This design comes from an exercise in tuning for small area and a short achievable clock period on the open sky130 flow, not from production work. No run shown here included a check of the RTL's function; only the layout flow was run.

## flow/design.v (module list and top-level ports; edited modules follow where they fit)
// module aes_g_xor2: 3 lines
// module aes_g_xnor2: 3 lines
// module aes_g_nand2: 3 lines
// module aes_g_nor2: 3 lines
// module aes_g_and2: 3 lines
// module aes_g_or2: 3 lines
// module aes_g_inv: 3 lines
// module aes_g_mux2: 3 lines
// module aes_g_mux2i: 3 lines
// module aes_gf4_inv: 22 lines
// module aes_sbox_lane: 202 lines
// module aes_sbox_lane_s: 196 lines
// module aes_mix_column: 286 lines
// module aes_column_mixer: 16 lines
// module aes_round_core: 166 lines
module aes_round_core (
	input logic i_clk,
	input logic i_rst,
	input logic i_valid,
	input logic i_decrypt,
	input logic i_skip_mix,
	input aes_gf_pkg::aes_state_t i_state,
	output logic o_valid,
	output aes_gf_pkg::aes_state_t o_state
);
  // ...
==> flow/run.sh <==
#!/bin/bash
# synth_recipe.tcl (not shown) runs the flow's synth.tcl, then flattens the netlist and writes it again
# the make line also repeats each setting of config.mk as NAME=value (left out here)
make -C /OpenROAD-flow-scripts/flow DESIGN_CONFIG=/design/flow/config.mk WORK_HOME=/design/flow/orfs CLKGATE_MAP_FILE= SYNTH_SCRIPT=/design/flow/synth_recipe.tcl finish
==> flow/config.mk <==
export PLATFORM = sky130hd
export DESIGN_NAME = aes_round_core
export DESIGN_NICKNAME = aes_round_core
export VERILOG_FILES = /design/flow/design.v
export SDC_FILE = /design/flow/constraint.sdc
export NUM_CORES = 4
export LEC_CHECK = 0
export CAP_MARGIN = 20
export CORE_MARGIN = 2
export CORE_UTILIZATION = 40
export SETUP_SLACK_MARGIN = 2.8
export SLEW_MARGIN = 20
export SYNTH_HIERARCHICAL = 1
==> flow/constraint.sdc <==
create_clock -name core_clock -period 5.5 [get_ports {i_clk}]
set_input_delay 1.1000 -clock core_clock [delete_from_list [all_inputs] [get_ports {i_clk}]]
set_output_delay 1.1000 -clock core_clock [all_outputs]
set_load 0.01 [all_outputs]
==> results by group, run 1 <==
STA
  – Hold Violations, Final: 0
  – Tcrit/Tclk final: 53.3%
  – Setup TNS: 0 ns
  – Final worst slack: 2.57 ns

Floorplanning
  – Total core area: 103,000 um2

Run status
  – Status: timing/DRC/antenna clean

GRT
  – Met1 Use GR: 23.6%
  – Total gr overflow: 0
  – Initial antenna violation count: 2
  – Vias in the first global route: 29,247

Final layout
  – Clock tree cell share of total cell area: 3.35%
  – Fraction of area in registers: 16.3%
  – Layout cells sized above 1: 28.8%
  – Antenna diodes: 1
  – Final nets: 5,256
  – Sequential cell area: 9320 um2

Synthesis
  – Synth Area in XOR/XNOR: 54.7%
  – Syn_area_per_cell: 9.17 um2
  – Post-Synthesis Cells: 4,531
  – Syn Nets: 4,728

Critical path
  – Setup crit end: o_state[84]
  – Worst R2R Setup Slack: 2.57 ns
  – CP Data Required Time: 6.03 ns
  – Worst-case reg-to-reg path depth: 12
  – Crit path launch: u_lane7.inv_q[3]

Route
  – Met2 Wirelength: 50.7 mm

CTS
  – H-tree levels: 2

Placed design
  – Port Buffer Count: 261
==> run 2: changes to the inputs <==
--- a/flow/config.mk
+++ b/flow/config.mk
@@ -9,5 +9,5 @@
 export CORE_MARGIN = 2
 export CORE_UTILIZATION = 40
-export SETUP_SLACK_MARGIN = 2.8
+export SETUP_SLACK_MARGIN = 3.0
 export SLEW_MARGIN = 20
 export SYNTH_HIERARCHICAL = 1
==> results by group, run 2 <==
Critical path
  – Slowest CP cell: dfxtp_4
  – Worst R2R Setup Slack: 2.51 ns (-0.05 ns)
  – Crit path max fanout: 4
  – Crit end category: flip-flop
  – CP delay by family, top: XOR/XNOR gates
  – Critical path buffers and inverters: 2
  – Slowest stage delay, CP: 0.37 ns
  – CP Data Required Time: 6.05 ns (+0.02 ns)
  – Crit start category: flip-flop
  – Setup CP Type: flip-flop to flip-flop
  – Data arrival, critical path: 3.54 ns
  – Crit-path most repeated cell: xor2_4
  – Worst-path cell chain: xor2_4 -> xor2_2 -> xor2_2 -> xnor2_2 -> mux2i_4 -> xor2_4 -> xor2_4 -> buf_8 -> buf_6 -> xor2_1 -> nand2_1 -> xnor2_2 -> xnor2_1

Final layout
  – Fillers: 8,476
  – Commonest non-fill, non-tap cell in the layout: xor2_1
  – Layout cells sized above 1: 36.2% (+7.5 points)
  – Most flops, register: o_state
  – Commonest non-fill, non-tap cells in the layout: 1,509 x xor2_1, 589 x nand2_1, 537 x buf_4, 449 x xnor2_1, 358 x dfxtp_1
  – Max FFs per register: 128
  – Final nets: 5,453 (+3.7%)
  – Layout Area Growth over Synthesis: 45.9%

GRT
  – Initial antenna violation count: 4 (+2)
  – Largest net degree at the start of global routing: 72
  – Overall routing resource usage: 18.8%
  – Vias in the first global route: 30,835 (+5.4%)
  – Total gr overflow: 0 (unchanged)
  – First-pass GRT wire length: 163 mm

Synthesis
  – Syn_area_per_cell: 9.17 um2 (unchanged)
  – Most frequent cell after synthesis: xor2_1
  – Leading area contributor after synthesis: xor2_1
  – Number of enable flip-flop cells after synthesis: 0
  – Top cells by instance count after synthesis: 2,020 x xor2_1, 624 x nand2_1, 576 x xnor2_1
  – Syn Std Cell Area: 41,600 um2
  – Syn Nets: 4,728 (unchanged)
  – Ranking of synthesized cells by area: xor2_1 43%, dfxtp_1 22%, xnor2_1 12%, mux2i_1 6.2%, nand2_1 5.6%
  – Post-Synthesis Cells: 4,531 (unchanged)
  – Top FF cell, synth: dfxtp_1
  – Top cell type's share of synthesized area: 42.6%
  – Yosys warns: 10
  – Synth unique cells: 16
  – Sequential share of the synthesized area: 21.9%
  – Asr flop ratio synth: 0%
  – Yosys reg bits: 455

Placed design
  – Port Buffer Count: 261 (unchanged)
  – Post-DP HPWL: 72.3 mm
  – Routability cong.: 0.836
  – Setup WS pre-CTS: 1.57 ns

Route
  – WL/cell: 15.9 um
  – Vias: 29,724
  – WL final: 107 mm
  – 1st-iter DRT viols: 1,062
  – Drt pass-1 iters: 5
  – Post-DRT Antenna Nets: 0
  – DRC: 0
  – Vias per cell: 4.45

Min path
  – Worst Hold Class: flip-flop to flip-flop

CTS
  – Skew-Pair Late Insertion Delay: 0.64 ns
  – CTS buffer count: 54
  – Clk root buf: clkbuf_16
  – H-tree levels: 2 (unchanged)
  – Hold-fix buffers at CTS: 0
  – CTS sink cnt: 455
  – CTS clk-pin slew, worst paths: 0.06 ns
  – CTS tree: yes
  – CTS max path bufs: 3

STA
  – Tcrit/Tclk final: 54.3% (+0.98 points)
  – Final worst slack: 2.51 ns (-0.0540 ns)
  – Slew @ Worst Pin: 0.903 ns
  – Setup TNS: 0 ns (unchanged)
  – Hold Violations, Final: 0 (unchanged)
  – Slew Viols, Final: 0
  – Setup Viol. Count Final: 0
  – RSZ-0062 raised after global routing: true
  – Final min period: 2.99 ns
  – Max Clock Skew: 0.0216 ns
  – Slew headroom: 39.7%
  – Fmax achieved: 335 MHz

Floorplanning
  – Total core area: 103,000 um2 (unchanged)
  – Placement Rows: 118
  – Chip height: 326 um
  – Width of the die: 326 um
  – Die Area: 107,000 um2
  – # IOs: 262
  – Initial core utilization: 40.2%

Run status
  – Status: timing/DRC/antenna clean

Run
  – Max Cap Viol: 0
run 2: cell types whose count changed in the layout (fill, tap and decap cells not counted), moves of 31 or more:
cell / previous run / this run
xor2_1: 1636 / 1509
buf_4: 412 / 537
clkdlybuf4s50_1: 106 / 3
xor2_2: 243 / 335
dlygate4sd2_1: 70 / 145
buf_6: 28 / 83
xor2_4: 141 / 176
dlymetal6s2s_1: 31 / 0
run 2: path summary, 6_finish.rpt:
| kind | from | endpoint | cells after the start |
|---|---|---|---|
| worst max-delay path | u_lane13.inv_q[5] | o_state[5] | 13 |
| worst min register to register | dec_d[1] | dec_d[2] | 0 |
| worst max register to register | u_lane13.inv_q[5] | o_state[5] | 13 |
| worst min-delay path | dec_d[1] | dec_d[2] | 0 |
run 2: timing repair:
action | 4_1_cts | 5_1_grt
gates cloned | 14 | 0
buffers inserted | 454 | 170
pin swaps | 320 | 311
setup endpoints to repair | 369 | 266
gates resized for setup | 1168 | 615
run 2: metrics by stage:
step / util (%) / cells / area (um2) / hold slack (ns)
after floorplan: - / 4531 / 43900 / 0.309
after global placement: 45.0 / 5942 / 46500 / 0.310
after detailed placement: 45.0 / 5942 / 46500 / 0.312
after CTS: 55.0 / 6510 / 56900 / 0.326
after global routing: 58.7 / 6681 / 60700 / 0.332
final: 58.7 / 6681 / 60700 / 0.325
run 2: layer usage:
layer | vias to the layer above | wire length [um] | track usage [%]
met5 | - | 0 | 0
met3 | 143 | 2850 | 2.22
li1 | 14908 | - | -
met2 | 391 | 53600 | 33.1
met1 | 14282 | 46900 | 24.3
met4 | 0 | 3170 | 5.35
run 2: modules after synthesis (local to each module, per instance), a selection:
module	cell area (um2)	flip-flops and latches	cells inside	times used
aes_g_and2	6.26	0	1	4
aes_g_nor2	3.75	0	1	64
aes_g_xnor2	8.76	0	1	448
aes_g_xor2	8.76	0	1	2020
aes_gf4_inv	148	0	15	16
aes_mix_column	520	0	64	4
aes_round_core	2730	135	139	1
aes_sbox_lane	552	20	37	8
aes_sbox_lane_s	552	20	37	8
run 2: cell type report:
class	instances	area, um2	area share (%)
multi-input combinational	3723	38800	63.9
sequential	455	9350	15.4
timing repair buffer	941	8630	14.2
tap	1380	1730	2.85
clock buffer	69	1500	2.47
clock inverter	31	355	0.586
inverter	81	308	0.507
antenna	1	2.50	0.00413
run 2: logic make-up (layout without fill, tap and decap cells):
group                    count (synthesis)  count (layout)  synth area share [%]
AO/OA/AOI/OAI                           32              32                 0.578
XOR/XNOR                              2596            2596                  54.7
adder cells (fa/ha/maj)                 64              64                  1.93
buffers and inverters                  353            1122                  5.79
flip-flops                             455             455                  21.9
multiplexers                           288             288                  8.19
other                                    0               1                     0
AND/OR/NAND/NOR                        743             743                  6.90

[separate check: timing with driven ports]
Ports are ideal in the flow. The routed layouts listed here were re-timed in OpenROAD. Step 1 sets driving cells, clkbuf_16 on the clock port and buf_2 on the other inputs (assumed; they add their load-dependent delay and slew). Step 2, shift: input delay + t, output delay - t, t = (earliest + latest rising clock arrival at the registers) / 2. This alone moves slack from input paths to output paths. a / b / c = ideal / step 1 / step 2; a / b = the first two.
| run | t (ns) | setup WS [ns] | slew at the worst register clock pin (ns) | worst slew at a driven data input, ns |
|---|---|---|---|---|
| run 1 | 0.690 | 2.568 / 2.568 / 2.081 | 0.07 / 0.07 | 0.28 |
| run 2 | 0.696 | 2.514 / 2.514 / 2.222 | 0.07 / 0.07 | 0.20 |
After both steps every run listed still meets setup and hold. The setup slack of run 1, which loses most, moves by 0.000 ns with the drivers and by -0.487 ns with both steps.
